Context: an optimization exercise on an open-source flow, tuned for small area, a short achievable clock period and few clock cycles per item. The choices shown serve that exercise and are no tape-out recipe.
At most, simulation tests tie the RTL to the original design; equivalence was not proved.
For runs 2 and 3, only the layout was checked, not whether the RTL still works.

## flow/design.v (module list and top-level ports; edited modules follow where they fit)
// module rbm_gibbs_top: 1577 lines
module rbm_gibbs_top #(
   parameter int                            visible_dim = 16,
   parameter int                            hidden_dim  = 8,
   parameter int                            addr_width  = 8,
   parameter logic [rbm_pkg::prob_width-1:0] fwd_seed    = 8'h5a,
   parameter logic [rbm_pkg::prob_width-1:0] bwd_seed    = 8'hc3
) (
   input  logic                                   clock,
   input  logic                                   reset,
   input  logic                                   mode,
   input  logic                                   load_valid,
   output logic                                   load_ready,
   input  logic [addr_width-1:0]                  load_addr,
   input  logic signed [rbm_pkg::weight_width-1:0] load_data,
   input  logic                                   in_valid,
   output logic                                   in_ready,
   input  logic [visible_dim-1:0]                 in_visible,
   output logic                                   out_valid,
   input  logic                                   out_ready,
   output logic [hidden_dim-1:0]                  out_hidden,
   output logic [visible_dim-1:0]                 out_recon
);
  // ...
==> flow/flow/run.sh <==
#!/bin/bash
# Standard synthesis and layout, with timing repair asked to aim below the design's
# clock period (a larger setup margin) and clock tree synthesis without dummy loads;
# the SDC and every other setting are unchanged.
set -uo pipefail
bash standard.sh SETUP_SLACK_MARGIN=6.55 \
  "CTS_ARGS=-sink_clustering_enable -repair_clock_nets -dont_use_dummy_load -sink_clustering_size 20 -sink_clustering_max_diameter 100" \
  finish > make_finish.log 2>&1
==> flow/standard.sh <==
#!/bin/bash
# synth_recipe.tcl (not shown) runs the flow's synth.tcl, then flattens the netlist and writes it again
# the make line also repeats each setting of config.mk as NAME=value (left out here)
make -C /OpenROAD-flow-scripts/flow DESIGN_CONFIG=/design/flow/config.mk WORK_HOME=/design/flow/orfs CLKGATE_MAP_FILE= SYNTH_SCRIPT=/design/flow/synth_recipe.tcl "${@:-finish}"
==> flow/config.mk <==
export PLATFORM = sky130hd
export DESIGN_NAME = rbm_gibbs_top
export DESIGN_NICKNAME = rbm_gibbs_top
export VERILOG_FILES = /design/flow/design.v
export SDC_FILE = /design/flow/constraint.sdc
export NUM_CORES = 4
export LEC_CHECK = 0
export ABC_AREA = 1
export CAP_MARGIN = 20
export CORE_MARGIN = 2
export CORE_UTILIZATION = 50
export CTS_CLUSTER_DIAMETER = 100
export CTS_CLUSTER_SIZE = 20
export SLEW_MARGIN = 20
==> flow/constraint.sdc <==
create_clock -name core_clock -period 10.0 [get_ports {clock}]
set_input_delay 2.0000 -clock core_clock [delete_from_list [all_inputs] [get_ports {clock}]]
set_output_delay 2.0000 -clock core_clock [all_outputs]
set_load 0.01 [all_outputs]
==> reports/qor.yml, run 1 <==
cells_and_area:
  largest_cell_class: "multi-input combinational cells"
  antenna-diode-count: 28
  n_all_buffers: 904
  layout.non_clock_inverters: 6638
  final_cell_count_no_fill: 52900
  final_layout_size_suffix_gt1_share_pct: 7.75
  areaGrowthSynthToFinish_pct: 11.2
sta:
  tcrit_tclk_final_pct: 38.1
  post-route-worst-setup-slack_ps: 6190
  final_worst_clock_skew_ps: 61.0
  clock.fmax_ghz: 0.263
grt:
  grt_util_met3_pct: 2.78
  first_global_vias: 264000
  globalRoute.busiestLayer: "met2"
  globalRouteTotalUtil_pct: 28.4
  antenna_found_initial: 77
route:
  topRoutingLayerUsed: "met5"
  detail_route.wirelength_um: 1060000
placed_design:
  routabilityCongestion: 0.944
  dp_slack_ps: 4790
  dp.final_hpwl_um: 752000
setup_path:
  worst-r2r-setup-slack_ps: 6190
  cp_startpoint_kind: "flop"
  timing.setup.critical_path_class: "reg -> reg"
  crit_slowest_cell: "dfstp_4"
  critical_path_required_ps: 10810
  worstPathMaxFanout: 8
  worstSetupPathDepth: 21
  critical-path-top-delay-family: "XOR/XNOR gates"
floorplanning:
  dieArea_um2: 702000
logic_synthesis:
  synthesis.area_per_instance_um2: 8.04
  yosys-top-cells-count: "nand2_1 (12900), inv_1 (6632), ha_1 (3427), dfxtp_1 (3299), a21oi_1 (2738)"
  synth_compound_gate_area_share_pct: 9.51
  syn-cell-area_um2: 347000
  yosys-mux-area-fraction_pct: 0
clock_network:
  cts_buffer_depth: 4
  path_clk_slew_ps: 80
outcome:
  result_of_the_run: "finished clean"
hold_path:
  hold_depth: 0
Testbench counts, summed over its fixed seeds: cycles 1,216, items 1,024.
==> run 2, diff against run 1 <==
--- a/flow/design.v
+++ b/flow/design.v
@@ -38,34 +38,25 @@
       logic [13:0] a;
       logic [14:0] s;
       logic        pos;
       logic        neg;
       a   = acc_val(x);
       s   = {a[13], a} + (en ? {{3{w[11]}}, w} : 15'd0);
       pos = hi & ~s[14] & s[13];
       neg = lo & s[14] & (~s[13] | (s[12:0] == 13'd0));
-      acc_add = {2'b00, (pos ? 14'h1fff : (neg ? 14'h2001 : s[13:0]))};
+      acc_add = {neg, pos, s[13:0]};
    endfunction
    function automatic logic [15:0] acc_init2(input logic [11:0] b, input logic [11:0] w0,
                                             input logic [11:0] w1, input logic e0,
                                             input logic e1);
       logic [13:0] s;
       s = {{2{b[11]}}, b} + (e0 ? {{2{w0[11]}}, w0} : 14'd0) + (e1 ? {{2{w1[11]}}, w1} : 14'd0);
       acc_init2 = {2'b00, s};
    endfunction
-   function automatic logic [15:0] acc_add2(input logic [15:0] x, input logic [11:0] w1,
-                                           input logic [11:0] w2, input logic e1,
-                                           input logic e2);
-      logic [14:0] s;
-      logic        neg;
-      s   = {x[13], x[13:0]} + (e1 ? {{3{w1[11]}}, w1} : 15'd0) + (e2 ? {{3{w2[11]}}, w2} : 15'd0);
-      neg = s[14] & (~s[13] | (s[12:0] == 13'd0));
-      acc_add2 = {2'b00, (neg ? 14'h2001 : s[13:0])};
-   endfunction
    function automatic logic fire(input logic [15:0] x, input logic m, input logic [7:0] r);
       logic [7:0]  p;
       logic [13:0] acc;
       acc = acc_val(x);
       if (acc[13] != acc[12]) begin
          p = acc[13] ? 8'd0 : 8'd255;
       end else begin
          p = {~acc[12], acc[11:5]};
@@ -73,16 +64,19 @@
       fire = m ? (p > r) : (p > 8'd128);
    endfunction
    function automatic logic [7:0] lfsr_steps(input logic [7:0] x, input int n);
       lfsr_steps = x;
       for (int i = 0; i < n; i++) begin
          lfsr_steps = lfsr_steps[0] ? ((lfsr_steps >> 1) ^ rbm_pkg::lfsr_taps) : (lfsr_steps >> 1);
       end
    endfunction
+   logic                ld_v;
+   logic [7:0]          ld_a;
+   logic [11:0]         ld_d;
    logic [11:0]         w_0_0;
    logic [11:0]         w_0_1;
    logic [11:0]         w_0_2;
    logic [11:0]         w_0_3;
    logic [11:0]         w_0_4;
    logic [11:0]         w_0_5;
    logic [11:0]         w_0_6;
    logic [11:0]         w_0_7;
@@ -227,271 +221,281 @@
    logic [11:0]         vb_10;
    logic [11:0]         vb_11;
    logic [11:0]         vb_12;
    logic [11:0]         vb_13;
    logic [11:0]         vb_14;
    logic [11:0]         vb_15;
    assign load_ready = 1'b1;
    always_ff @(posedge clock) begin
-      if (load_valid && load_addr == 8'd0) w_0_0 <= load_data;
-      if (load_valid && load_addr == 8'd1) w_0_1 <= load_data;
-      if (load_valid && load_addr == 8'd2) w_0_2 <= load_data;
-      if (load_valid && load_addr == 8'd3) w_0_3 <= load_data;
-      if (load_valid && load_addr == 8'd4) w_0_4 <= load_data;
-      if (load_valid && load_addr == 8'd5) w_0_5 <= load_data;
-      if (load_valid && load_addr == 8'd6) w_0_6 <= load_data;
-      if (load_valid && load_addr == 8'd7) w_0_7 <= load_data;
-      if (load_valid && load_addr == 8'd8) w_1_0 <= load_data;
-      if (load_valid && load_addr == 8'd9) w_1_1 <= load_data;
-      if (load_valid && load_addr == 8'd10) w_1_2 <= load_data;
-      if (load_valid && load_addr == 8'd11) w_1_3 <= load_data;
-      if (load_valid && load_addr == 8'd12) w_1_4 <= load_data;
-      if (load_valid && load_addr == 8'd13) w_1_5 <= load_data;
-      if (load_valid && load_addr == 8'd14) w_1_6 <= load_data;
-      if (load_valid && load_addr == 8'd15) w_1_7 <= load_data;
-      if (load_valid && load_addr == 8'd16) w_2_0 <= load_data;
-      if (load_valid && load_addr == 8'd17) w_2_1 <= load_data;
-      if (load_valid && load_addr == 8'd18) w_2_2 <= load_data;
-      if (load_valid && load_addr == 8'd19) w_2_3 <= load_data;
-      if (load_valid && load_addr == 8'd20) w_2_4 <= load_data;
-      if (load_valid && load_addr == 8'd21) w_2_5 <= load_data;
-      if (load_valid && load_addr == 8'd22) w_2_6 <= load_data;
-      if (load_valid && load_addr == 8'd23) w_2_7 <= load_data;
-      if (load_valid && load_addr == 8'd24) w_3_0 <= load_data;
-      if (load_valid && load_addr == 8'd25) w_3_1 <= load_data;
-      if (load_valid && load_addr == 8'd26) w_3_2 <= load_data;
-      if (load_valid && load_addr == 8'd27) w_3_3 <= load_data;
-      if (load_valid && load_addr == 8'd28) w_3_4 <= load_data;
-      if (load_valid && load_addr == 8'd29) w_3_5 <= load_data;
-      if (load_valid && load_addr == 8'd30) w_3_6 <= load_data;
-      if (load_valid && load_addr == 8'd31) w_3_7 <= load_data;
-      if (load_valid && load_addr == 8'd32) w_4_0 <= load_data;
-      if (load_valid && load_addr == 8'd33) w_4_1 <= load_data;
-      if (load_valid && load_addr == 8'd34) w_4_2 <= load_data;
-      if (load_valid && load_addr == 8'd35) w_4_3 <= load_data;
-      if (load_valid && load_addr == 8'd36) w_4_4 <= load_data;
-      if (load_valid && load_addr == 8'd37) w_4_5 <= load_data;
-      if (load_valid && load_addr == 8'd38) w_4_6 <= load_data;
-      if (load_valid && load_addr == 8'd39) w_4_7 <= load_data;
-      if (load_valid && load_addr == 8'd40) w_5_0 <= load_data;
-      if (load_valid && load_addr == 8'd41) w_5_1 <= load_data;
-      if (load_valid && load_addr == 8'd42) w_5_2 <= load_data;
-      if (load_valid && load_addr == 8'd43) w_5_3 <= load_data;
-      if (load_valid && load_addr == 8'd44) w_5_4 <= load_data;
-      if (load_valid && load_addr == 8'd45) w_5_5 <= load_data;
-      if (load_valid && load_addr == 8'd46) w_5_6 <= load_data;
-      if (load_valid && load_addr == 8'd47) w_5_7 <= load_data;
-      if (load_valid && load_addr == 8'd48) w_6_0 <= load_data;
-      if (load_valid && load_addr == 8'd49) w_6_1 <= load_data;
-      if (load_valid && load_addr == 8'd50) w_6_2 <= load_data;
-      if (load_valid && load_addr == 8'd51) w_6_3 <= load_data;
-      if (load_valid && load_addr == 8'd52) w_6_4 <= load_data;
-      if (load_valid && load_addr == 8'd53) w_6_5 <= load_data;
-      if (load_valid && load_addr == 8'd54) w_6_6 <= load_data;
-      if (load_valid && load_addr == 8'd55) w_6_7 <= load_data;
-      if (load_valid && load_addr == 8'd56) w_7_0 <= load_data;
-      if (load_valid && load_addr == 8'd57) w_7_1 <= load_data;
-      if (load_valid && load_addr == 8'd58) w_7_2 <= load_data;
-      if (load_valid && load_addr == 8'd59) w_7_3 <= load_data;
-      if (load_valid && load_addr == 8'd60) w_7_4 <= load_data;
-      if (load_valid && load_addr == 8'd61) w_7_5 <= load_data;
-      if (load_valid && load_addr == 8'd62) w_7_6 <= load_data;
-      if (load_valid && load_addr == 8'd63) w_7_7 <= load_data;
-      if (load_valid && load_addr == 8'd64) w_8_0 <= load_data;
-      if (load_valid && load_addr == 8'd65) w_8_1 <= load_data;
-      if (load_valid && load_addr == 8'd66) w_8_2 <= load_data;
-      if (load_valid && load_addr == 8'd67) w_8_3 <= load_data;
-      if (load_valid && load_addr == 8'd68) w_8_4 <= load_data;
-      if (load_valid && load_addr == 8'd69) w_8_5 <= load_data;
-      if (load_valid && load_addr == 8'd70) w_8_6 <= load_data;
-      if (load_valid && load_addr == 8'd71) w_8_7 <= load_data;
-      if (load_valid && load_addr == 8'd72) w_9_0 <= load_data;
-      if (load_valid && load_addr == 8'd73) w_9_1 <= load_data;
-      if (load_valid && load_addr == 8'd74) w_9_2 <= load_data;
-      if (load_valid && load_addr == 8'd75) w_9_3 <= load_data;
-      if (load_valid && load_addr == 8'd76) w_9_4 <= load_data;
-      if (load_valid && load_addr == 8'd77) w_9_5 <= load_data;
-      if (load_valid && load_addr == 8'd78) w_9_6 <= load_data;
-      if (load_valid && load_addr == 8'd79) w_9_7 <= load_data;
-      if (load_valid && load_addr == 8'd80) w_10_0 <= load_data;
-      if (load_valid && load_addr == 8'd81) w_10_1 <= load_data;
-      if (load_valid && load_addr == 8'd82) w_10_2 <= load_data;
-      if (load_valid && load_addr == 8'd83) w_10_3 <= load_data;
-      if (load_valid && load_addr == 8'd84) w_10_4 <= load_data;
-      if (load_valid && load_addr == 8'd85) w_10_5 <= load_data;
-      if (load_valid && load_addr == 8'd86) w_10_6 <= load_data;
-      if (load_valid && load_addr == 8'd87) w_10_7 <= load_data;
-      if (load_valid && load_addr == 8'd88) w_11_0 <= load_data;
-      if (load_valid && load_addr == 8'd89) w_11_1 <= load_data;
-      if (load_valid && load_addr == 8'd90) w_11_2 <= load_data;
-      if (load_valid && load_addr == 8'd91) w_11_3 <= load_data;
-      if (load_valid && load_addr == 8'd92) w_11_4 <= load_data;
-      if (load_valid && load_addr == 8'd93) w_11_5 <= load_data;
-      if (load_valid && load_addr == 8'd94) w_11_6 <= load_data;
-      if (load_valid && load_addr == 8'd95) w_11_7 <= load_data;
-      if (load_valid && load_addr == 8'd96) w_12_0 <= load_data;
-      if (load_valid && load_addr == 8'd97) w_12_1 <= load_data;
-      if (load_valid && load_addr == 8'd98) w_12_2 <= load_data;
-      if (load_valid && load_addr == 8'd99) w_12_3 <= load_data;
-      if (load_valid && load_addr == 8'd100) w_12_4 <= load_data;
-      if (load_valid && load_addr == 8'd101) w_12_5 <= load_data;
-      if (load_valid && load_addr == 8'd102) w_12_6 <= load_data;
-      if (load_valid && load_addr == 8'd103) w_12_7 <= load_data;
-      if (load_valid && load_addr == 8'd104) w_13_0 <= load_data;
-      if (load_valid && load_addr == 8'd105) w_13_1 <= load_data;
-      if (load_valid && load_addr == 8'd106) w_13_2 <= load_data;
-      if (load_valid && load_addr == 8'd107) w_13_3 <= load_data;
-      if (load_valid && load_addr == 8'd108) w_13_4 <= load_data;
-      if (load_valid && load_addr == 8'd109) w_13_5 <= load_data;
-      if (load_valid && load_addr == 8'd110) w_13_6 <= load_data;
-      if (load_valid && load_addr == 8'd111) w_13_7 <= load_data;
-      if (load_valid && load_addr == 8'd112) w_14_0 <= load_data;
-      if (load_valid && load_addr == 8'd113) w_14_1 <= load_data;
-      if (load_valid && load_addr == 8'd114) w_14_2 <= load_data;
-      if (load_valid && load_addr == 8'd115) w_14_3 <= load_data;
-      if (load_valid && load_addr == 8'd116) w_14_4 <= load_data;
-      if (load_valid && load_addr == 8'd117) w_14_5 <= load_data;
-      if (load_valid && load_addr == 8'd118) w_14_6 <= load_data;
-      if (load_valid && load_addr == 8'd119) w_14_7 <= load_data;
-      if (load_valid && load_addr == 8'd120) w_15_0 <= load_data;
-      if (load_valid && load_addr == 8'd121) w_15_1 <= load_data;
-      if (load_valid && load_addr == 8'd122) w_15_2 <= load_data;
-      if (load_valid && load_addr == 8'd123) w_15_3 <= load_data;
-      if (load_valid && load_addr == 8'd124) w_15_4 <= load_data;
-      if (load_valid && load_addr == 8'd125) w_15_5 <= load_data;
-      if (load_valid && load_addr == 8'd126) w_15_6 <= load_data;
-      if (load_valid && load_addr == 8'd127) w_15_7 <= load_data;
-      if (load_valid && load_addr == 8'd128) hb_0 <= load_data;
-      if (load_valid && load_addr == 8'd129) hb_1 <= load_data;
-      if (load_valid && load_addr == 8'd130) hb_2 <= load_data;
-      if (load_valid && load_addr == 8'd131) hb_3 <= load_data;
-      if (load_valid && load_addr == 8'd132) hb_4 <= load_data;
-      if (load_valid && load_addr == 8'd133) hb_5 <= load_data;
-      if (load_valid && load_addr == 8'd134) hb_6 <= load_data;
-      if (load_valid && load_addr == 8'd135) hb_7 <= load_data;
-      if (load_valid && load_addr == 8'd136) vb_0 <= load_data;
-      if (load_valid && load_addr == 8'd137) vb_1 <= load_data;
-      if (load_valid && load_addr == 8'd138) vb_2 <= load_data;
-      if (load_valid && load_addr == 8'd139) vb_3 <= load_data;
-      if (load_valid && load_addr == 8'd140) vb_4 <= load_data;
-      if (load_valid && load_addr == 8'd141) vb_5 <= load_data;
-      if (load_valid && load_addr == 8'd142) vb_6 <= load_data;
-      if (load_valid && load_addr == 8'd143) vb_7 <= load_data;
-      if (load_valid && load_addr == 8'd144) vb_8 <= load_data;
-      if (load_valid && load_addr == 8'd145) vb_9 <= load_data;
-      if (load_valid && load_addr == 8'd146) vb_10 <= load_data;
-      if (load_valid && load_addr == 8'd147) vb_11 <= load_data;
-      if (load_valid && load_addr == 8'd148) vb_12 <= load_data;
-      if (load_valid && load_addr == 8'd149) vb_13 <= load_data;
-      if (load_valid && load_addr == 8'd150) vb_14 <= load_data;
-      if (load_valid && load_addr == 8'd151) vb_15 <= load_data;
+      ld_v <= load_valid & ~reset;
+      ld_a <= load_addr;
+      ld_d <= load_data;
+   end
+   always_ff @(posedge clock) begin
+      if (ld_v && ld_a == 8'd0) w_0_0 <= ld_d;
+      if (ld_v && ld_a == 8'd1) w_0_1 <= ld_d;
+      if (ld_v && ld_a == 8'd2) w_0_2 <= ld_d;
+      if (ld_v && ld_a == 8'd3) w_0_3 <= ld_d;
+      if (ld_v && ld_a == 8'd4) w_0_4 <= ld_d;
+      if (ld_v && ld_a == 8'd5) w_0_5 <= ld_d;
+      if (ld_v && ld_a == 8'd6) w_0_6 <= ld_d;
+      if (ld_v && ld_a == 8'd7) w_0_7 <= ld_d;
+      if (ld_v && ld_a == 8'd8) w_1_0 <= ld_d;
+      if (ld_v && ld_a == 8'd9) w_1_1 <= ld_d;
+      if (ld_v && ld_a == 8'd10) w_1_2 <= ld_d;
+      if (ld_v && ld_a == 8'd11) w_1_3 <= ld_d;
+      if (ld_v && ld_a == 8'd12) w_1_4 <= ld_d;
+      if (ld_v && ld_a == 8'd13) w_1_5 <= ld_d;
+      if (ld_v && ld_a == 8'd14) w_1_6 <= ld_d;
+      if (ld_v && ld_a == 8'd15) w_1_7 <= ld_d;
+      if (ld_v && ld_a == 8'd16) w_2_0 <= ld_d;
+      if (ld_v && ld_a == 8'd17) w_2_1 <= ld_d;
+      if (ld_v && ld_a == 8'd18) w_2_2 <= ld_d;
+      if (ld_v && ld_a == 8'd19) w_2_3 <= ld_d;
+      if (ld_v && ld_a == 8'd20) w_2_4 <= ld_d;
+      if (ld_v && ld_a == 8'd21) w_2_5 <= ld_d;
+      if (ld_v && ld_a == 8'd22) w_2_6 <= ld_d;
+      if (ld_v && ld_a == 8'd23) w_2_7 <= ld_d;
+      if (ld_v && ld_a == 8'd24) w_3_0 <= ld_d;
+      if (ld_v && ld_a == 8'd25) w_3_1 <= ld_d;
+      if (ld_v && ld_a == 8'd26) w_3_2 <= ld_d;
+      if (ld_v && ld_a == 8'd27) w_3_3 <= ld_d;
+      if (ld_v && ld_a == 8'd28) w_3_4 <= ld_d;
+      if (ld_v && ld_a == 8'd29) w_3_5 <= ld_d;
+      if (ld_v && ld_a == 8'd30) w_3_6 <= ld_d;
+      if (ld_v && ld_a == 8'd31) w_3_7 <= ld_d;
+      if (ld_v && ld_a == 8'd32) w_4_0 <= ld_d;
+      if (ld_v && ld_a == 8'd33) w_4_1 <= ld_d;
+      if (ld_v && ld_a == 8'd34) w_4_2 <= ld_d;
+      if (ld_v && ld_a == 8'd35) w_4_3 <= ld_d;
+      if (ld_v && ld_a == 8'd36) w_4_4 <= ld_d;
+      if (ld_v && ld_a == 8'd37) w_4_5 <= ld_d;
+      if (ld_v && ld_a == 8'd38) w_4_6 <= ld_d;
+      if (ld_v && ld_a == 8'd39) w_4_7 <= ld_d;
+      if (ld_v && ld_a == 8'd40) w_5_0 <= ld_d;
+      if (ld_v && ld_a == 8'd41) w_5_1 <= ld_d;
+      if (ld_v && ld_a == 8'd42) w_5_2 <= ld_d;
+      if (ld_v && ld_a == 8'd43) w_5_3 <= ld_d;
+      if (ld_v && ld_a == 8'd44) w_5_4 <= ld_d;
+      if (ld_v && ld_a == 8'd45) w_5_5 <= ld_d;
+      if (ld_v && ld_a == 8'd46) w_5_6 <= ld_d;
+      if (ld_v && ld_a == 8'd47) w_5_7 <= ld_d;
+      if (ld_v && ld_a == 8'd48) w_6_0 <= ld_d;
+      if (ld_v && ld_a == 8'd49) w_6_1 <= ld_d;
+      if (ld_v && ld_a == 8'd50) w_6_2 <= ld_d;
+      if (ld_v && ld_a == 8'd51) w_6_3 <= ld_d;
+      if (ld_v && ld_a == 8'd52) w_6_4 <= ld_d;
+      if (ld_v && ld_a == 8'd53) w_6_5 <= ld_d;
+      if (ld_v && ld_a == 8'd54) w_6_6 <= ld_d;
+      if (ld_v && ld_a == 8'd55) w_6_7 <= ld_d;
+      if (ld_v && ld_a == 8'd56) w_7_0 <= ld_d;
+      if (ld_v && ld_a == 8'd57) w_7_1 <= ld_d;
+      if (ld_v && ld_a == 8'd58) w_7_2 <= ld_d;
+      if (ld_v && ld_a == 8'd59) w_7_3 <= ld_d;
+      if (ld_v && ld_a == 8'd60) w_7_4 <= ld_d;
+      if (ld_v && ld_a == 8'd61) w_7_5 <= ld_d;
+      if (ld_v && ld_a == 8'd62) w_7_6 <= ld_d;
+      if (ld_v && ld_a == 8'd63) w_7_7 <= ld_d;
+      if (ld_v && ld_a == 8'd64) w_8_0 <= ld_d;
+      if (ld_v && ld_a == 8'd65) w_8_1 <= ld_d;
+      if (ld_v && ld_a == 8'd66) w_8_2 <= ld_d;
+      if (ld_v && ld_a == 8'd67) w_8_3 <= ld_d;
+      if (ld_v && ld_a == 8'd68) w_8_4 <= ld_d;
+      if (ld_v && ld_a == 8'd69) w_8_5 <= ld_d;
+      if (ld_v && ld_a == 8'd70) w_8_6 <= ld_d;
+      if (ld_v && ld_a == 8'd71) w_8_7 <= ld_d;
+      if (ld_v && ld_a == 8'd72) w_9_0 <= ld_d;
+      if (ld_v && ld_a == 8'd73) w_9_1 <= ld_d;
+      if (ld_v && ld_a == 8'd74) w_9_2 <= ld_d;
+      if (ld_v && ld_a == 8'd75) w_9_3 <= ld_d;
+      if (ld_v && ld_a == 8'd76) w_9_4 <= ld_d;
+      if (ld_v && ld_a == 8'd77) w_9_5 <= ld_d;
+      if (ld_v && ld_a == 8'd78) w_9_6 <= ld_d;
+      if (ld_v && ld_a == 8'd79) w_9_7 <= ld_d;
+      if (ld_v && ld_a == 8'd80) w_10_0 <= ld_d;
+      if (ld_v && ld_a == 8'd81) w_10_1 <= ld_d;
+      if (ld_v && ld_a == 8'd82) w_10_2 <= ld_d;
+      if (ld_v && ld_a == 8'd83) w_10_3 <= ld_d;
+      if (ld_v && ld_a == 8'd84) w_10_4 <= ld_d;
+      if (ld_v && ld_a == 8'd85) w_10_5 <= ld_d;
+      if (ld_v && ld_a == 8'd86) w_10_6 <= ld_d;
+      if (ld_v && ld_a == 8'd87) w_10_7 <= ld_d;
+      if (ld_v && ld_a == 8'd88) w_11_0 <= ld_d;
+      if (ld_v && ld_a == 8'd89) w_11_1 <= ld_d;
+      if (ld_v && ld_a == 8'd90) w_11_2 <= ld_d;
+      if (ld_v && ld_a == 8'd91) w_11_3 <= ld_d;
+      if (ld_v && ld_a == 8'd92) w_11_4 <= ld_d;
+      if (ld_v && ld_a == 8'd93) w_11_5 <= ld_d;
+      if (ld_v && ld_a == 8'd94) w_11_6 <= ld_d;
+      if (ld_v && ld_a == 8'd95) w_11_7 <= ld_d;
+      if (ld_v && ld_a == 8'd96) w_12_0 <= ld_d;
+      if (ld_v && ld_a == 8'd97) w_12_1 <= ld_d;
+      if (ld_v && ld_a == 8'd98) w_12_2 <= ld_d;
+      if (ld_v && ld_a == 8'd99) w_12_3 <= ld_d;
+      if (ld_v && ld_a == 8'd100) w_12_4 <= ld_d;
+      if (ld_v && ld_a == 8'd101) w_12_5 <= ld_d;
+      if (ld_v && ld_a == 8'd102) w_12_6 <= ld_d;
+      if (ld_v && ld_a == 8'd103) w_12_7 <= ld_d;
+      if (ld_v && ld_a == 8'd104) w_13_0 <= ld_d;
+      if (ld_v && ld_a == 8'd105) w_13_1 <= ld_d;
+      if (ld_v && ld_a == 8'd106) w_13_2 <= ld_d;
+      if (ld_v && ld_a == 8'd107) w_13_3 <= ld_d;
+      if (ld_v && ld_a == 8'd108) w_13_4 <= ld_d;
+      if (ld_v && ld_a == 8'd109) w_13_5 <= ld_d;
+      if (ld_v && ld_a == 8'd110) w_13_6 <= ld_d;
+      if (ld_v && ld_a == 8'd111) w_13_7 <= ld_d;
+      if (ld_v && ld_a == 8'd112) w_14_0 <= ld_d;
+      if (ld_v && ld_a == 8'd113) w_14_1 <= ld_d;
+      if (ld_v && ld_a == 8'd114) w_14_2 <= ld_d;
+      if (ld_v && ld_a == 8'd115) w_14_3 <= ld_d;
+      if (ld_v && ld_a == 8'd116) w_14_4 <= ld_d;
+      if (ld_v && ld_a == 8'd117) w_14_5 <= ld_d;
+      if (ld_v && ld_a == 8'd118) w_14_6 <= ld_d;
+      if (ld_v && ld_a == 8'd119) w_14_7 <= ld_d;
+      if (ld_v && ld_a == 8'd120) w_15_0 <= ld_d;
+      if (ld_v && ld_a == 8'd121) w_15_1 <= ld_d;
+      if (ld_v && ld_a == 8'd122) w_15_2 <= ld_d;
+      if (ld_v && ld_a == 8'd123) w_15_3 <= ld_d;
+      if (ld_v && ld_a == 8'd124) w_15_4 <= ld_d;
+      if (ld_v && ld_a == 8'd125) w_15_5 <= ld_d;
+      if (ld_v && ld_a == 8'd126) w_15_6 <= ld_d;
+      if (ld_v && ld_a == 8'd127) w_15_7 <= ld_d;
+      if (ld_v && ld_a == 8'd128) hb_0 <= ld_d;
+      if (ld_v && ld_a == 8'd129) hb_1 <= ld_d;
+      if (ld_v && ld_a == 8'd130) hb_2 <= ld_d;
+      if (ld_v && ld_a == 8'd131) hb_3 <= ld_d;
+      if (ld_v && ld_a == 8'd132) hb_4 <= ld_d;
+      if (ld_v && ld_a == 8'd133) hb_5 <= ld_d;
+      if (ld_v && ld_a == 8'd134) hb_6 <= ld_d;
+      if (ld_v && ld_a == 8'd135) hb_7 <= ld_d;
+      if (ld_v && ld_a == 8'd136) vb_0 <= ld_d;
+      if (ld_v && ld_a == 8'd137) vb_1 <= ld_d;
+      if (ld_v && ld_a == 8'd138) vb_2 <= ld_d;
+      if (ld_v && ld_a == 8'd139) vb_3 <= ld_d;
+      if (ld_v && ld_a == 8'd140) vb_4 <= ld_d;
+      if (ld_v && ld_a == 8'd141) vb_5 <= ld_d;
+      if (ld_v && ld_a == 8'd142) vb_6 <= ld_d;
+      if (ld_v && ld_a == 8'd143) vb_7 <= ld_d;
+      if (ld_v && ld_a == 8'd144) vb_8 <= ld_d;
+      if (ld_v && ld_a == 8'd145) vb_9 <= ld_d;
+      if (ld_v && ld_a == 8'd146) vb_10 <= ld_d;
+      if (ld_v && ld_a == 8'd147) vb_11 <= ld_d;
+      if (ld_v && ld_a == 8'd148) vb_12 <= ld_d;
+      if (ld_v && ld_a == 8'd149) vb_13 <= ld_d;
+      if (ld_v && ld_a == 8'd150) vb_14 <= ld_d;
+      if (ld_v && ld_a == 8'd151) vb_15 <= ld_d;
    end
    logic [4:0] credit_cnt;
    logic       accept;
    logic       take;
    assign accept = in_valid & in_ready;
    assign take   = out_valid & out_ready;
    always_ff @(posedge clock or posedge reset) begin
       if (reset) begin
          credit_cnt <= '0;
-         in_ready   <= 1'b0;
+         in_ready   <= 1'b1;
       end else if (accept && !take) begin
          credit_cnt <= credit_cnt + 1'b1;
-         in_ready   <= (credit_cnt < 5'd24);
+         in_ready   <= (credit_cnt < 5'd26);
       end else if (!accept && take) begin
          credit_cnt <= credit_cnt - 1'b1;
          in_ready   <= 1'b1;
-      end else begin
-         in_ready   <= (credit_cnt < 5'd25);
       end
    end
    logic mode_r;
    always_ff @(posedge clock) mode_r <= mode;
-   logic [15:0] fa0_0_1;
-   assign fa0_0_1 = acc_add({2'b00, {2{hb_0[11]}}, hb_0}, w_0_0, in_visible[0], 1'b0, 1'b0);
-   logic [15:0] fa1_0_2;
-   assign fa1_0_2 = acc_add({2'b00, {2{hb_1[11]}}, hb_1}, w_0_1, in_visible[0], 1'b0, 1'b0);
-   logic [15:0] fa2_0_3;
-   assign fa2_0_3 = acc_add({2'b00, {2{hb_2[11]}}, hb_2}, w_0_2, in_visible[0], 1'b0, 1'b0);
-   logic [15:0] fa3_0_4;
-   assign fa3_0_4 = acc_add({2'b00, {2{hb_3[11]}}, hb_3}, w_0_3, in_visible[0], 1'b0, 1'b0);
-   logic [15:0] fa4_0_5;
-   assign fa4_0_5 = acc_add({2'b00, {2{hb_4[11]}}, hb_4}, w_0_4, in_visible[0], 1'b0, 1'b0);
-   logic [15:0] fa5_0_6;
-   assign fa5_0_6 = acc_add({2'b00, {2{hb_5[11]}}, hb_5}, w_0_5, in_visible[0], 1'b0, 1'b0);
-   logic [15:0] fa6_0_7;
-   assign fa6_0_7 = acc_add({2'b00, {2{hb_6[11]}}, hb_6}, w_0_6, in_visible[0], 1'b0, 1'b0);
-   logic [15:0] fa7_0_8;
-   assign fa7_0_8 = acc_add({2'b00, {2{hb_7[11]}}, hb_7}, w_0_7, in_visible[0], 1'b0, 1'b0);
+   logic        s0_valid;
+   logic [15:0] s0_vis;
+   always_ff @(posedge clock or posedge reset) begin
+      if (reset) s0_valid <= 1'b0;
+      else       s0_valid <= accept;
+   end
+   always_ff @(posedge clock) s0_vis <= in_visible;
+   logic [15:0] fa0_01_1;
+   assign fa0_01_1 = acc_init2(hb_0, w_0_0, w_1_0, s0_vis[0], s0_vis[1]);
+   logic [15:0] fa1_01_2;
+   assign fa1_01_2 = acc_init2(hb_1, w_0_1, w_1_1, s0_vis[0], s0_vis[1]);
+   logic [15:0] fa2_01_3;
+   assign fa2_01_3 = acc_init2(hb_2, w_0_2, w_1_2, s0_vis[0], s0_vis[1]);
+   logic [15:0] fa3_01_4;
+   assign fa3_01_4 = acc_init2(hb_3, w_0_3, w_1_3, s0_vis[0], s0_vis[1]);
+   logic [15:0] fa4_01_5;
+   assign fa4_01_5 = acc_init2(hb_4, w_0_4, w_1_4, s0_vis[0], s0_vis[1]);
+   logic [15:0] fa5_01_6;
+   assign fa5_01_6 = acc_init2(hb_5, w_0_5, w_1_5, s0_vis[0], s0_vis[1]);
+   logic [15:0] fa6_01_7;
+   assign fa6_01_7 = acc_init2(hb_6, w_0_6, w_1_6, s0_vis[0], s0_vis[1]);
+   logic [15:0] fa7_01_8;
+   assign fa7_01_8 = acc_init2(hb_7, w_0_7, w_1_7, s0_vis[0], s0_vis[1]);
    logic s1_valid;
    always_ff @(posedge clock or posedge reset) begin
       if (reset) s1_valid <= 1'b0;
-      else       s1_valid <= accept;
+      else       s1_valid <= s0_valid;
    end
    logic [15:0] s1_vis;
    logic [15:0] s1_facc0;
    logic [15:0] s1_facc1;
    logic [15:0] s1_facc2;
    logic [15:0] s1_facc3;
    logic [15:0] s1_facc4;
    logic [15:0] s1_facc5;
    logic [15:0] s1_facc6;
    logic [15:0] s1_facc7;
    always_ff @(posedge clock) begin
-      s1_vis <= in_visible;
-      s1_facc0 <= fa0_0_1;
-      s1_facc1 <= fa1_0_2;
-      s1_facc2 <= fa2_0_3;
-      s1_facc3 <= fa3_0_4;
-      s1_facc4 <= fa4_0_5;
-      s1_facc5 <= fa5_0_6;
-      s1_facc6 <= fa6_0_7;
-      s1_facc7 <= fa7_0_8;
-   end
-   logic [15:0] fa0_12_9;
-   assign fa0_12_9 = acc_add2(s1_facc0, w_1_0, w_2_0, s1_vis[1], s1_vis[2]);
-   logic [15:0] fa1_12_10;
-   assign fa1_12_10 = acc_add2(s1_facc1, w_1_1, w_2_1, s1_vis[1], s1_vis[2]);
-   logic [15:0] fa2_12_11;
-   assign fa2_12_11 = acc_add2(s1_facc2, w_1_2, w_2_2, s1_vis[1], s1_vis[2]);
-   logic [15:0] fa3_12_12;
-   assign fa3_12_12 = acc_add2(s1_facc3, w_1_3, w_2_3, s1_vis[1], s1_vis[2]);
-   logic [15:0] fa4_12_13;
-   assign fa4_12_13 = acc_add2(s1_facc4, w_1_4, w_2_4, s1_vis[1], s1_vis[2]);
-   logic [15:0] fa5_12_14;
-   assign fa5_12_14 = acc_add2(s1_facc5, w_1_5, w_2_5, s1_vis[1], s1_vis[2]);
-   logic [15:0] fa6_12_15;
-   assign fa6_12_15 = acc_add2(s1_facc6, w_1_6, w_2_6, s1_vis[1], s1_vis[2]);
-   logic [15:0] fa7_12_16;
-   assign fa7_12_16 = acc_add2(s1_facc7, w_1_7, w_2_7, s1_vis[1], s1_vis[2]);
+      s1_vis <= s0_vis;
+      s1_facc0 <= fa0_01_1;
+      s1_facc1 <= fa1_01_2;
+      s1_facc2 <= fa2_01_3;
+      s1_facc3 <= fa3_01_4;
+      s1_facc4 <= fa4_01_5;
+      s1_facc5 <= fa5_01_6;
+      s1_facc6 <= fa6_01_7;
+      s1_facc7 <= fa7_01_8;
+   end
+   logic [15:0] fa0_2_9;
+   assign fa0_2_9 = acc_add(s1_facc0, w_2_0, s1_vis[2], 1'b1, 1'b0);
+   logic [15:0] fa1_2_10;
+   assign fa1_2_10 = acc_add(s1_facc1, w_2_1, s1_vis[2], 1'b1, 1'b0);
+   logic [15:0] fa2_2_11;
+   assign fa2_2_11 = acc_add(s1_facc2, w_2_2, s1_vis[2], 1'b1, 1'b0);
+   logic [15:0] fa3_2_12;
+   assign fa3_2_12 = acc_add(s1_facc3, w_2_3, s1_vis[2], 1'b1, 1'b0);
+   logic [15:0] fa4_2_13;
+   assign fa4_2_13 = acc_add(s1_facc4, w_2_4, s1_vis[2], 1'b1, 1'b0);
+   logic [15:0] fa5_2_14;
+   assign fa5_2_14 = acc_add(s1_facc5, w_2_5, s1_vis[2], 1'b1, 1'b0);
+   logic [15:0] fa6_2_15;
+   assign fa6_2_15 = acc_add(s1_facc6, w_2_6, s1_vis[2], 1'b1, 1'b0);
+   logic [15:0] fa7_2_16;
+   assign fa7_2_16 = acc_add(s1_facc7, w_2_7, s1_vis[2], 1'b1, 1'b0);
    logic s2_valid;
    always_ff @(posedge clock or posedge reset) begin
       if (reset) s2_valid <= 1'b0;
       else       s2_valid <= s1_valid;
    end
    logic [15:0] s2_vis;
    logic [15:0] s2_facc0;
    logic [15:0] s2_facc1;
    logic [15:0] s2_facc2;
    logic [15:0] s2_facc3;
    logic [15:0] s2_facc4;
    logic [15:0] s2_facc5;
    logic [15:0] s2_facc6;
    logic [15:0] s2_facc7;
    always_ff @(posedge clock) begin
       s2_vis <= s1_vis;
-      s2_facc0 <= fa0_12_9;
-      s2_facc1 <= fa1_12_10;
-      s2_facc2 <= fa2_12_11;
-      s2_facc3 <= fa3_12_12;
-      s2_facc4 <= fa4_12_13;
-      s2_facc5 <= fa5_12_14;
-      s2_facc6 <= fa6_12_15;
-      s2_facc7 <= fa7_12_16;
+      s2_facc0 <= fa0_2_9;
+      s2_facc1 <= fa1_2_10;
+      s2_facc2 <= fa2_2_11;
+      s2_facc3 <= fa3_2_12;
+      s2_facc4 <= fa4_2_13;
+      s2_facc5 <= fa5_2_14;
+      s2_facc6 <= fa6_2_15;
+      s2_facc7 <= fa7_2_16;
    end
    logic [15:0] fa0_3_17;
    assign fa0_3_17 = acc_add(s2_facc0, w_3_0, s2_vis[3], 1'b1, 1'b1);
    logic [15:0] fa1_3_18;
    assign fa1_3_18 = acc_add(s2_facc1, w_3_1, s2_vis[3], 1'b1, 1'b1);
    logic [15:0] fa2_3_19;
    assign fa2_3_19 = acc_add(s2_facc2, w_3_2, s2_vis[3], 1'b1, 1'b1);
    logic [15:0] fa3_3_20;
@@ -1548,40 +1552,50 @@
    end
    logic [7:0] sb_lfsr;
    always_ff @(posedge clock or posedge reset) begin
       if (reset) sb_lfsr <= bwd_seed;
       else if (s23_valid) sb_lfsr <= lfsr_steps(sb_lfsr, 16);
    end
    logic [15:0] rec_234;
    assign rec_234 = {fire(s23_bacc15, mode_r, lfsr_steps(sb_lfsr, 15)), fire(s23_bacc14, mode_r, lfsr_steps(sb_lfsr, 14)), fire(s23_bacc13, mode_r, lfsr_steps(sb_lfsr, 13)), fire(s23_bacc12, mode_r, lfsr_steps(sb_lfsr, 12)), fire(s23_bacc11, mode_r, lfsr_steps(sb_lfsr, 11)), fire(s23_bacc10, mode_r, lfsr_steps(sb_lfsr, 10)), fire(s23_bacc9, mode_r, lfsr_steps(sb_lfsr, 9)), fire(s23_bacc8, mode_r, lfsr_steps(sb_lfsr, 8)), fire(s23_bacc7, mode_r, lfsr_steps(sb_lfsr, 7)), fire(s23_bacc6, mode_r, lfsr_steps(sb_lfsr, 6)), fire(s23_bacc5, mode_r, lfsr_steps(sb_lfsr, 5)), fire(s23_bacc4, mode_r, lfsr_steps(sb_lfsr, 4)), fire(s23_bacc3, mode_r, lfsr_steps(sb_lfsr, 3)), fire(s23_bacc2, mode_r, lfsr_steps(sb_lfsr, 2)), fire(s23_bacc1, mode_r, lfsr_steps(sb_lfsr, 1)), fire(s23_bacc0, mode_r, lfsr_steps(sb_lfsr, 0))};
+   logic s24_valid;
+   always_ff @(posedge clock or posedge reset) begin
+      if (reset) s24_valid <= 1'b0;
+      else       s24_valid <= s23_valid;
+   end
+   logic [7:0] s24_hid;
+   logic [15:0] s24_rec;
+   always_ff @(posedge clock) begin
+      s24_hid <= s23_hid;
+      s24_rec <= rec_234;
+   end
    logic [23:0] res;
-   assign res = {s23_hid, rec_234};
-   logic [23:0] q_mem [24];
+   assign res = {s24_hid, s24_rec};
+   logic [23:0] q_mem [26];
    logic [4:0] q_rd;
    logic [4:0] q_wr;
    logic [4:0] q_cnt;
    logic        or_free;
    logic        q_some;
    logic        or_load;
    assign or_free = ~out_valid | out_ready;
    assign q_some  = (q_cnt != '0);
-   assign or_load = or_free && (q_some || s23_valid);
+   assign or_load = or_free && (q_some || s24_valid);
    always_ff @(posedge clock or posedge reset) begin
       if (reset) begin
          out_valid <= 1'b0;
          q_rd      <= '0;
          q_wr      <= '0;
          q_cnt     <= '0;
       end else begin
-         if (or_free) out_valid <= q_some || s23_valid;
-         if (or_load) q_rd <= (q_rd == 5'd23) ? '0 : q_rd + 1'b1;
-         if (s23_valid) q_wr <= (q_wr == 5'd23) ? '0 : q_wr + 1'b1;
-         if (s23_valid && !or_load) q_cnt <= q_cnt + 1'b1;
-         if (!s23_valid && or_load) q_cnt <= q_cnt - 1'b1;
+         if (or_free) out_valid <= q_some || s24_valid;
+         if (or_load) q_rd <= (q_rd == 5'd25) ? '0 : q_rd + 1'b1;
+         if (s24_valid) q_wr <= (q_wr == 5'd25) ? '0 : q_wr + 1'b1;
+         if (s24_valid && !or_load) q_cnt <= q_cnt + 1'b1;
+         if (!s24_valid && or_load) q_cnt <= q_cnt - 1'b1;
       end
    end
    always_ff @(posedge clock) begin
-      if (s23_valid) q_mem[q_wr] <= res;
-      {out_hidden, out_recon} <= ({24{or_load}} & (q_some ? q_mem[q_rd] : res)) |
-                                 ({24{~or_load}} & {out_hidden, out_recon});
+      if (s24_valid) q_mem[q_wr] <= res;
+      if (or_load) {out_hidden, out_recon} <= q_some ? q_mem[q_rd] : res;
    end
 endmodule
==> flow/run.sh (new file) <==
#!/bin/bash
# synth_recipe.tcl (not shown) runs the flow's synth.tcl, then flattens the netlist and writes it again
# the make line also repeats each setting of config.mk as NAME=value (left out here)
make -C /OpenROAD-flow-scripts/flow DESIGN_CONFIG=/design/flow/config.mk WORK_HOME=/design/flow/orfs CLKGATE_MAP_FILE= SYNTH_SCRIPT=/design/flow/synth_recipe.tcl finish
==> flow/config.mk (replaced) <==
export PLATFORM = sky130hd
export DESIGN_NAME = rbm_gibbs_top
export DESIGN_NICKNAME = rbm_gibbs_top
export VERILOG_FILES = /design/flow/design.v
export SDC_FILE = /design/flow/constraint.sdc
export NUM_CORES = 4
export LEC_CHECK = 0
export ABC_AREA = 1
export CAP_MARGIN = 20
export CORE_MARGIN = 2
export CORE_UTILIZATION = 40
export SLEW_MARGIN = 20
removed: flow/flow/run.sh
removed: flow/standard.sh
==> reports/qor.yml, run 2 <==
logic_synthesis:
  cell_type_with_the_highest_aggregate_area_in_the_netlist: "dfxtp_1"
  synthesis.area_per_instance_um2: 7.59  # -5.6%
  seq_area_frac_synth_pct: 39.8
  synth_enable_flop_cells: 2472
  synth_nets: 54000
  synth_cell_types: 61
  syn-cell-area_um2: 379000  # +9.2%
  synthArstFlopShare_pct: 1.00
  netlist_top_cells_area: "dfxtp_1 (20%), edfxtp_1 (20%), nand2_1 (15%)"
  synth-main-ff-cell: "dfxtp_1"
  count_leader_synth: "nand2_1"
  yosysWarningCount: 1
  synth_largest_type_area_fraction_pct: 19.8
  post_synth_inst_count: 50000
  synth.ff_latch_count: 6286
  yosys-top-cells-count: "nand2_1 (15100), inv_1 (9614), dfxtp_1 (3751), ha_1 (3454), nor2_1 (3038)"
run:
  cap_violations: 0
placed_design:
  port-buffer-count: 67
  routabilityCongestion: 0.926  # -1.9%
  place_area_um2: 395000
  dp.final_hpwl_um: 809000  # +7.6%
floorplanning:
  fp.coreArea_um2: 945000
  dieArea_um2: 956000  # +36%
  initial_standard_cell_utilization_of_the_core_pct: 40.1
  rows: 357
  die_height_um: 978
  ioPinCount: 69
  fp.dieW_um: 978
cells_and_area:
  final_cell_mix: "nand2_1 (15100), inv_1 (9611), dfxtp_1 (3714)"
  areaGrowthSynthToFinish_pct: 10.5
  max_reg_flops: 624
  post-route-util_pct: 44.4
  registers.top_by_ff_count: "q_mem"
  final_design_area_no_fill_um2: 419000
  final_layout_size_suffix_gt1_share_pct: 3.71  # -4.0 points
  sequential_standard_cell_area_um2: 151000
  layout.cells.most_common: "nand2_1"
  layout.filler_cells: 95900
  fin_nets: 54100
  multiInputGateArea_um2: 189000
clock_network:
  cts_resized: 0
  tritoncts_num_sinks: 6286
  cts.hold.buffers_added: 0
  cts.root.buffer_cell: "clkbuf_16"
  cts_inserted_buffers: 715
  tritoncts: "built"
  postCtsSetupBuffers: 0
  path_clk_slew_ps: 70  # about the same
  worstSkewPairLatency_ps: 1140
  h-tree-depth: 6
  cts_buffer_depth: 5  # +1
sta:
  grt_setup_unrepaired: "false"
  max_slew_margin_pct: 20.8
  timing_worst_slew_pin_value_ps: 1190
  finalHoldViolCount: 0
  final_max_slew_viol_count: 0
  clock.fmax_ghz: 0.223  # -15%
  timing.final.setup_violations: 0
  finalCriticalPeriod_ps: 4490
  tcrit_tclk_final_pct: 44.9  # +6.8 points
  setup_tns_ps: 0
  final_worst_clock_skew_ps: 101  # +40.2 ps
route:
  detail_route.wirelength_um: 1060000  # -0.15%
  1st_iter_drt_viols: 22600
  drt_pass1_iterations: 9
  route.detailed.drc: 0
  detail-route-antenna-nets: 0
  routed_via_density: 4.78
  wl_per_cell_um: 16.7
  number_of_vias_in_the_routed_layout: 303000
grt:
  grt.overflow.total: 0
  antenna_found_initial: 74  # -3.9%
  globalRouteTotalUtil_pct: 21.6  # -6.8 points
  grt_start_max_net_pins: 91
  first_global_vias: 286000  # +8.3%
  grt_first_pass_wirelength_um: 1620000
hold_path:
  timing.hold.worst.class: "reg -> reg"
setup_path:
  timing.critical_path.arrival_ps: 5410
  worstPathMaxFanout: 57  # +49
  timing.critical_path.from: "s16_hid[0]$_DFF_P_"
  end_kind: "flop"
  worstRegToRegCells: 15
  worst_r2r_endpoint: "s17_bacc8[13]$_DFF_P_"
  critical_path_required_ps: 10920  # +110 ps
  reg_to_reg_critical_path_startpoint: "s16_hid[0]$_DFF_P_"
  cp_startpoint_kind: "flop"
  timing.setup.critical_path_class: "reg -> reg"
  critical_path.endpoint: "s17_bacc8[13]$_DFF_P_"
  worst-r2r-setup-slack_ps: 5510  # -680 ps
outcome:
  result_of_the_run: "finished clean"
run 2: changes by cell type after synthesis, moves of 241 or more:
cell     before    now
a21o_1      455    195
a22oi_1     245      1
dfxtp_1    3299   3751
inv_1      6632   9614
nand2_1   12859  15072
nand3_1    1709   2421
nor2_1     2099   3038
xnor2_1     646    405
run 2: critical path: stages, from the launching register on:
cell and delay, ps:
dfxtp_4 770, buf_4 670, nand2_1 160, fa_1 470, inv_1 70, ha_1 160, inv_1 80, fa_1 450
o21ai_0 310, a21oi_1 110, o21bai_1 190, a21boi_0 160, o21ai_0 280, nand2_1 80, nand3_1 70, o21ai_0 70
run 2: worst min path at each step:
stage / cells after the start / from / slack, ps / endpoint
after CTS: 0 / s5_vis[7]$_DFF_P_ / 310 / s6_vis[7]$_DFF_P_
after floorplan: 0 / s9_vis[11]$_DFF_P_ / 310 / s10_vis[11]$_DFF_P_
after global routing: 0 / s10_vis[15]$_DFF_P_ / 320 / s11_vis[15]$_DFF_P_
final: 0 / s11_vis[15]$_DFF_P_ / 310 / s12_vis[15]$_DFF_P_
after global placement: 0 / s10_vis[13]$_DFF_P_ / 310 / s11_vis[13]$_DFF_P_
after detailed placement: 0 / s10_vis[12]$_DFF_P_ / 310 / s11_vis[12]$_DFF_P_
run 2: metrics by stage:
stage / setup WS [ps] / hold slack, ps / instances
after floorplan: 5780 / 310 / 50000
after global placement: 4740 / 310 / 62000
after detailed placement: 4760 / 312 / 62000
after CTS: 5570 / 309 / 63300
after global routing: 5200 / 324 / 63300
final: 5510 / 311 / 63400
run 2: final cells by class:
type	instances	share of cell area [%]
multi-input combinational	33200	45.2
sequential	6286	36.0
inverter	9626	8.63
clock buffer	972	4.96
tap	12600	3.75
clock inverter	350	0.821
timing repair buffer	285	0.580
antenna	61	0.0364
run 2: metal layers:
metal  track usage (%)  wire length (um)  vias to the layer above
met1              29.0            481000                   137000
li1                  -                 -                   158000
met2              36.5            488000                     6650
met4              6.80             35200                        0
met5                 0                 0                        -
met3              2.35             56900                     1431
run 2: kinds of logic (layout without fill, tap and decap cells):
logic type,count (synthesis),count (layout),synth area share [%]
AND/OR/NAND/NOR,22000,22000,23.6
buffers and inverters,10500,11200,10.4
flip-flops,6286,6286,39.8
AO/OA/AOI/OAI,5366,5366,7.88
adder cells (fa/ha/maj),3976,3976,14.1
XOR/XNOR,1830,1830,4.24
other,1,62,0.000988
==> run 3, diff against run 2 <==
==> flow/flow/run.sh (new file) <==
#!/bin/bash
# Standard synthesis and layout, with timing repair asked to aim below the design's
# clock period (a larger setup margin); the SDC and every other setting are unchanged.
set -uo pipefail
bash standard.sh SETUP_SLACK_MARGIN=6.4 finish > make_finish.log 2>&1
==> flow/standard.sh (new file) <==
#!/bin/bash
# synth_recipe.tcl (not shown) runs the flow's synth.tcl, then flattens the netlist and writes it again
# the make line also repeats each setting of config.mk as NAME=value (left out here)
make -C /OpenROAD-flow-scripts/flow DESIGN_CONFIG=/design/flow/config.mk WORK_HOME=/design/flow/orfs CLKGATE_MAP_FILE= SYNTH_SCRIPT=/design/flow/synth_recipe.tcl "${@:-finish}"
removed: flow/run.sh
==> reports/qor.yml, run 3 <==
outcome:
  result_of_the_run: "finished clean"
placed_design:
  dp.final_hpwl_um: 807000  # -0.23%
  routabilityCongestion: 0.923  # -0.32%
  dp_slack_ps: 5170  # +411 ps
  port-buffer-count: 67  # unchanged
setup_path:
  critical_path_required_ps: 8000  # -2920 ps
  critical-path-top-delay-family: "flip-flops"
  worst-r2r-setup-slack_ps: 6510  # +1000 ps
  timing.critical_path.from: "in_ready$_DFFE_PP1P_"
  timing.critical_path.arrival_ps: 1700  # -3710 ps
  cp_startpoint_kind: "flop"
  end_kind: "output pin"
  cp.buffers_inverters: 1  # -2
  crit_slowest_cell: "dfstp_2"
  worstPathMaxFanout: 2  # -96%
  reg_to_reg_critical_path_startpoint: "s16_hid[1]$_DFF_P_"
  slowest_delay_ps: 540  # -230 ps
  worstSetupPathDepth: 1  # -14
  critical_path.endpoint: "in_ready"
  timing.setup.critical_path_class: "reg -> out"
  worst_r2r_endpoint: "s17_bacc12[13]$_DFF_P_"
  worstRegToRegCells: 17  # +2
  crit_chain: "buf_6"
floorplanning:
  rows: 357  # unchanged
  die_height_um: 978  # unchanged
  initial_standard_cell_utilization_of_the_core_pct: 40.1  # unchanged
  ioPinCount: 69  # unchanged
  dieArea_um2: 956000  # unchanged
  fp.dieW_um: 978  # unchanged
  fp.coreArea_um2: 945000  # unchanged
cells_and_area:
  fin_nets: 54200  # +0.16%
  registers.top_by_ff_count: "q_mem"
  final_cell_mix: "nand2_1 (15100), inv_1 (9608), dfxtp_1 (3714)"
  post-route-util_pct: 44.5  # +0.18 points
  max_reg_flops: 624  # unchanged
  areaGrowthSynthToFinish_pct: 10.9
  layout.cells.most_common: "nand2_1"
  final_layout_size_suffix_gt1_share_pct: 4.03  # +0.32 points
sta:
  worst_hold_check_slack_ps: 274  # -36.3 ps
  finalCriticalPeriod_ps: 3700  # -790 ps
  clock.fmax_ghz: 0.270  # +21%
  final_worst_clock_skew_ps: 109  # +8.11 ps
  final_max_slew_viol_count: 0  # unchanged
  tcrit_tclk_final_pct: 37.0  # -7.9 points
  max_slew_margin_pct: 13.8  # -7.0 points
  grt_setup_unrepaired: "true"
  timing.final.setup_violations: 0  # unchanged
  post-route-worst-setup-slack_ps: 6300  # +790 ps
  setup_tns_ps: 0  # unchanged
  finalHoldViolCount: 0  # unchanged
  timing_worst_slew_pin_value_ps: 1290  # +105 ps
route:
  routed_via_density: 4.79  # +0.35%
  detail-route-antenna-nets: 0  # unchanged
  route.detailed.drc: 0  # unchanged
  detail_route.wirelength_um: 1080000  # +1.6%
  number_of_vias_in_the_routed_layout: 304000  # +0.45%
  drt_pass1_iterations: 7  # -2
  wl_per_cell_um: 17.0  # +1.5%
  1st_iter_drt_viols: 23100  # +2.0%
clock_network:
  worstSkewPairLatency_ps: 1110  # -30 ps
  cts.root.buffer_cell: "clkbuf_16"
  tritoncts: "built"
  cts_inserted_buffers: 715  # unchanged
  path_clk_slew_ps: 60  # about the same
  h-tree-depth: 6  # unchanged
  tritoncts_num_sinks: 6286  # unchanged
  cts_buffer_depth: 5  # unchanged
  cts.hold.buffers_added: 0  # unchanged
grt:
  antenna_found_initial: 77  # +4.1%
  grt.overflow.total: 0  # unchanged
  grt_first_pass_wirelength_um: 1640000  # +0.76%
  grt_start_max_net_pins: 176  # +93%
  first_global_vias: 286000  # +0.081%
  globalRouteTotalUtil_pct: 21.8  # +0.19 points
logic_synthesis:
  synth_nets: 54000  # unchanged
  syn-cell-area_um2: 379000  # unchanged
  synthesis.area_per_instance_um2: 7.59  # unchanged
  synth-main-ff-cell: "dfxtp_1"
  yosys-top-cells-count: "nand2_1 (15100), inv_1 (9614), dfxtp_1 (3751), ha_1 (3454), nor2_1 (3038)"
  synth_enable_flop_cells: 2472  # unchanged
  seq_area_frac_synth_pct: 39.8  # unchanged
  synthArstFlopShare_pct: 1.00  # unchanged
  synth_largest_type_area_fraction_pct: 19.8  # unchanged
  count_leader_synth: "nand2_1"
  yosysWarningCount: 1  # unchanged
  cell_type_with_the_highest_aggregate_area_in_the_netlist: "dfxtp_1"
  synth.ff_latch_count: 6286  # unchanged
  synth_cell_types: 61  # unchanged
  post_synth_inst_count: 50000  # unchanged
  netlist_top_cells_area: "dfxtp_1 (20%), edfxtp_1 (20%), nand2_1 (15%)"
hold_path:
  timing.hold.worst.class: "reg -> reg"
run:
  cap_violations: 0  # unchanged
[run 3: final cells by class]
type | count | area [um2]
tap | 12600 | 15700
timing repair inverter | 1 | 5.00
inverter | 9626 | 36200
sequential | 6286 | 151000
multi-input combinational | 33200 | 190000
clock inverter | 339 | 3440
fill | 95700 | 524000
clock buffer | 979 | 20900
timing repair buffer | 373 | 3820
antenna | 39 | 97.6
[run 3: through the flow]
stage               instance area [um2]  std cells
floorplan                        379000      50000
global placement                 395000      62000
detailed placement               395000      62000
CTS                              420000      63300
global route                     421000      63400
finish                           421000      63400
[run 3: how the worst min path moves through the flow]
stage,start,end,slack [ps],cells after the start
finish,s6_vis[13]$_DFF_P_,s7_vis[13]$_DFF_P_,270,0
global route,s6_vis[13]$_DFF_P_,s7_vis[13]$_DFF_P_,280,0
CTS,s6_vis[13]$_DFF_P_,s7_vis[13]$_DFF_P_,270,0
detailed placement,s10_vis[12]$_DFF_P_,s11_vis[12]$_DFF_P_,310,0
global placement,s19_hid[5]$_DFF_P_,s20_hid[5]$_DFF_P_,310,0
floorplan,s9_vis[11]$_DFF_P_,s10_vis[11]$_DFF_P_,310,0
[run 3: cells by family after synthesis]
family / after synthesis / synth area share (%)
other: 1 / 0.000988
AO/OA/AOI/OAI: 5366 / 7.88
flip-flops: 6286 / 39.8
XOR/XNOR: 1830 / 4.24
buffers and inverters: 10500 / 10.4
AND/OR/NAND/NOR: 22000 / 23.6
adder cells (fa/ha/maj): 3976 / 14.1
[run 3: layer usage]
| layer | wire [um] | share of wire, % | vias to the layer above | GRT usage, % |
|---|---|---|---|---|
| met4 | 38900 | 3.6 | 12 | 7.11 |
| li1 | - | - | 158000 | - |
| met3 | 58100 | 5.4 | 1471 | 2.38 |
| met1 | 491000 | 46 | 138000 | 29.5 |
| met5 | 76 | 0.0070 | - | 0 |
| met2 | 490000 | 45 | 6807 | 36.4 |
[run 3: timing repair]
action	4_1_cts	5_1_grt
resized for setup	153	126
endpoints found under the setup margin	278	290
cloned	3	8
endpoints found under the hold margin	0	0
pin swaps	0	12
buffers inserted	24	37

## what the ideal ports hide
How much do the figures lean on ideal ports? The routed layouts below were timed once more, with nothing changed but the port constraints.
Step 1 assumes that a clkbuf_16 drives the clock port and a buf_2 every other input.
Step 2 also shifts input and output timing later by t, the mid clock arrival at the registers, as if the neighbouring blocks saw the same clock.
Slacks: no drivers / after step 1 / after step 2; pairs: no drivers / after step 1.
| run | t (ns) | slack for setup (ns) | worst setup path at the end | worst register clock-pin slew, ns | worst slew at a driven data input, ns |
|---|---|---|---|---|---|
| run 1 | 1.151 | 6.193 / 6.165 / 5.340 | input to register | 0.09 / 0.09 | 0.28 |
| run 2 | 1.218 | 5.508 / 5.508 / 4.818 | input to register | 0.07 / 0.07 | 0.05 |
| run 3 | 1.217 | 6.298 / 6.145 / 5.694 | input to register | 0.08 / 0.08 | 0.05 |
After both steps every run listed still meets setup and hold. The setup slack of run 1, which loses most, moves by -0.028 ns with the drivers and by -0.853 ns with both steps.
